This design comes from an exercise in tuning for small area and a short achievable clock period on the open sky130 flow, not from production work. The RTL was checked by simulation tests, not by an equivalence proof against the original design.

## the baseline
==> flow/design.v <==
module cam_to_ram_fifo #(
    parameter int DATA_WIDTH = 10,
    parameter int ADDR_WIDTH = 8
) (
    input  logic                  clk,
    input  logic                  reset_n,
    input  logic [DATA_WIDTH-1:0] data,
    input  logic                  wrreq,
    input  logic                  rdreq,
    output logic [DATA_WIDTH-1:0] q,
    output logic                  rdempty,
    output logic                  wrfull,
    output logic [ADDR_WIDTH:0]   usedw
);
    localparam int DW = DATA_WIDTH;
    localparam int NR = 16;      
    localparam int RL = 15;      
    logic [3:0]  A;              
    logic [3:0]  C;              
    logic [7:0]  wp;
    logic [7:0]  rp;
    logic [8:0]  count;
    logic        empty_r;
    logic        full_r;
    logic [NR-1:0] P;            
    logic [NR-1:0] V;            
    logic        wr_ok;
    logic        rd_ok;
    assign rdempty = empty_r;
    assign wrfull  = full_r;
    assign usedw   = count;
    assign wr_ok = wrreq & ~full_r;
    assign rd_ok = rdreq & ~empty_r;
    wire inc = wr_ok & ~rd_ok;
    wire dec = rd_ok & ~wr_ok;
    function automatic logic [3:0] step15(input logic [3:0] x, input logic dn);
        if (dn) step15 = x;
        else step15 = (x == 4'd14) ? 4'd0 : x + 4'd1;
    endfunction
    wire full_n = full_r ? ~rd_ok : (count == 9'd255) & inc;
    wire [3:0] A_n = step15(A, wr_ok & (wp_lo == 4'd15));
    wire [3:0] C_n = step15(C, rd_ok & (rp_lo == 4'd15));
    wire [3:0] wp_lo = wp[3:0];
    wire [3:0] rp_lo = rp[3:0];
    logic a_zero, a_last, c_zero, c_one, nowrap;
    logic le15, le16, le31;
    wire  ge16 = ~le15;
    wire  lt32 = le31;
    logic [NR-1:0] land;
    logic [NR-1:0] live;
    logic [NR-1:0] pend_h;
    logic [NR-1:0] catch_h;
    logic [NR-1:0] wen;           
    logic [NR-1:0] rsel;          
    logic [DW-1:0] S  [NR];
    logic [DW-1:0] H  [NR];
    genvar r;
    generate
        for (r = 0; r < NR; r = r + 1) begin : g_ring
            logic [RL*DW-1:0] rg;
            wire lt_wp = (4'(r) < wp_lo);
            wire ge_rp = (4'(r) >= rp_lo);
            wire inr   = nowrap ? (ge_rp & lt_wp) : (ge_rp | lt_wp);
            assign land[r] = P[r] & (lt_wp ? a_zero : a_last);
            assign live[r] = ge16 | inr;
            assign pend_h[r] = P[r] & live[r] & (le16 | (lt32 & ~inr));
            assign catch_h[r] = ~V[r] & (ge_rp ? c_zero : c_one) & live[r] & (~pend_h[r] | land[r]);
            always_ff @(posedge clk) begin
                rg <= {rg[(RL-1)*DW-1:0], land[r] ? S[r] : rg[RL*DW-1 -: DW]};
            end
            always_ff @(posedge clk) begin
                if (wrreq & wen[r]) S[r] <= data;
                if (catch_h[r]) H[r] <= pend_h[r] ? S[r] : rg[RL*DW-1 -: DW];
            end
            always_ff @(posedge clk or negedge reset_n) begin
                if (!reset_n) begin
                    P[r] <= 1'b0;
                    V[r] <= 1'b0;
                end else begin
                    if (wrreq & wen[r]) P[r] <= 1'b1;
                    else if (land[r]) P[r] <= 1'b0;
                    if (rd_ok & rsel[r]) V[r] <= 1'b0;
                    else if (catch_h[r]) V[r] <= 1'b1;
                end
            end
        end
    endgenerate
    logic [DW-1:0] rd_word;
    always_comb begin
        rd_word = '0;
        for (int i = 0; i < NR; i = i + 1) begin
            rd_word = rd_word
                | ({DW{rsel[i] &  V[i]}} & H[i])
                | ({DW{rsel[i] & ~V[i]}} & S[i]);
        end
    end
    always_ff @(posedge clk or negedge reset_n) begin
        if (!reset_n) begin
            A       <= 4'd1;
            C       <= 4'd1;
            a_zero  <= 1'b0;
            a_last  <= 1'b0;
            c_zero  <= 1'b0;
            c_one   <= 1'b1;
            nowrap  <= 1'b1;
            wp      <= '0;
            rp      <= '0;
            count   <= '0;
            empty_r <= 1'b1;
            full_r  <= 1'b0;
            le15    <= 1'b1;
            le16    <= 1'b1;
            le31    <= 1'b1;
            rsel    <= 16'd1;
            wen     <= 16'd1;
        end else begin
            for (int i = 0; i < NR; i = i + 1)
                wen[i] <= (wp_lo + {3'd0, wr_ok} == 4'(i)) & ~full_n;
            if (rd_ok) rsel <= {rsel[NR-2:0], rsel[NR-1]};
            le15 <= le15 ? ~((count == 9'd15) & inc) : (count == 9'd16) & dec;
            le16 <= le16 ? ~((count == 9'd16) & inc) : (count == 9'd17) & dec;
            le31 <= le31 ? ~((count == 9'd31) & inc) : (count == 9'd32) & dec;
            A <= A_n;
            C <= C_n;
            a_zero <= (A_n == 4'd0);
            a_last <= (A_n == 4'd14);
            c_zero <= (C_n == 4'd0);
            c_one  <= (C_n == 4'd1);
            nowrap <= (rp_lo + {3'd0, rd_ok} <= wp_lo + {3'd0, wr_ok});
            if (wr_ok) wp <= wp + 1'b1;
            if (rd_ok) rp <= rp + 1'b1;
            case ({wr_ok, rd_ok})
                2'b10:   count <= count + 1'b1;
                2'b01:   count <= count - 1'b1;
                default: count <= count;
            endcase
            empty_r <= empty_r ? ~wr_ok : (count == 9'd1) & rd_ok & ~wr_ok;
            full_r  <= full_n;
        end
    end
    logic [DW-1:0] q_r;
    always_ff @(posedge clk or negedge reset_n) begin
        if (!reset_n) begin
            q_r <= '0;
        end else if (rd_ok) begin
            q_r <= rd_word;
        end
    end
    assign q = q_r;
endmodule
Settings: LEC_CHECK=0, CAP_MARGIN=20, CORE_MARGIN=2, CORE_UTILIZATION=70, CTS_CLUSTER_DIAMETER=80, CTS_CLUSTER_SIZE=24, SETUP_SLACK_MARGIN=2.8, SLEW_MARGIN=20, TNS_END_PERCENT=10, BUFFER_PORTS_ARGS=-buffer_cell sky130_fd_sc_hd__buf_4; clock period 5.0 ns.
standard.sh (not shown) runs the stock make flow with config.mk's settings and CLKGATE_MAP_FILE= SYNTH_SCRIPT=/design/flow/synth_recipe.tcl, a recipe that flattens the netlist after the stock synthesis.
==> flow/flow/run.sh <==
#!/bin/bash
set -e
echo 'export BUFFER_PORTS_ARGS = -buffer_cell sky130_fd_sc_hd__buf_4' >> config.mk
bash standard.sh > standard.log 2>&1
The baseline finished end to end and its layout was clean on timing, DRC and antenna.
Edits applied to the flow inputs when going from the baseline to the candidate:
Settings: CORE_UTILIZATION now 60, was 70.
### Flow results
- Run comparison: the baseline capturing instance or port of the critical path H[15][8]; the candidate capturing instance or port of the critical path q_r[9]
- Taking the baseline as the reference, in the candidate utilization dropped 12 points; die outline height climbed 7.9%; wire length of the first global-routing pass dropped 13%; clock skew climbed 4.2 ps; data arrival at the endpoint of the critical path climbed 40 ps.
- Compared with the baseline, in the candidate number of I/O port buffers held, starting utilization of the core area decreased 11 points.
- Diff the baseline -> the candidate: gate count of the mapped netlist shows no meaningful change, critical path depth shows an increase of 1.

==> what the ideal ports hide <==
The results above use ideal ports. As a check the final layouts listed here were re-extracted and re-timed, cells and wires unchanged.
Step 1 assumes that a clkbuf_16 drives the clock port and a buf_2 every other input.
Step 2 times the ports against the registers' clock, not the clock port: input delays grow and output delays shrink by t, the midpoint of the rising clock arrivals with the driver on.
Slacks: ideal ports / drivers / drivers and shift; pairs: ideal ports / drivers.
run | t (ns) | setup WS [ns] | worst setup path at the end | worst register clock-pin slew, ns
the baseline | 0.872 | 2.303 / 2.303 / 1.925 | input to register | 0.11 / 0.11
the candidate | 0.854 | 2.449 / 2.433 / 1.923 | input to register | 0.10 / 0.10
After both steps setup and hold are still met in every run listed. For the candidate, which loses most, drivers alone change the setup slack by -0.016 ns; drivers and shift together by -0.526 ns.
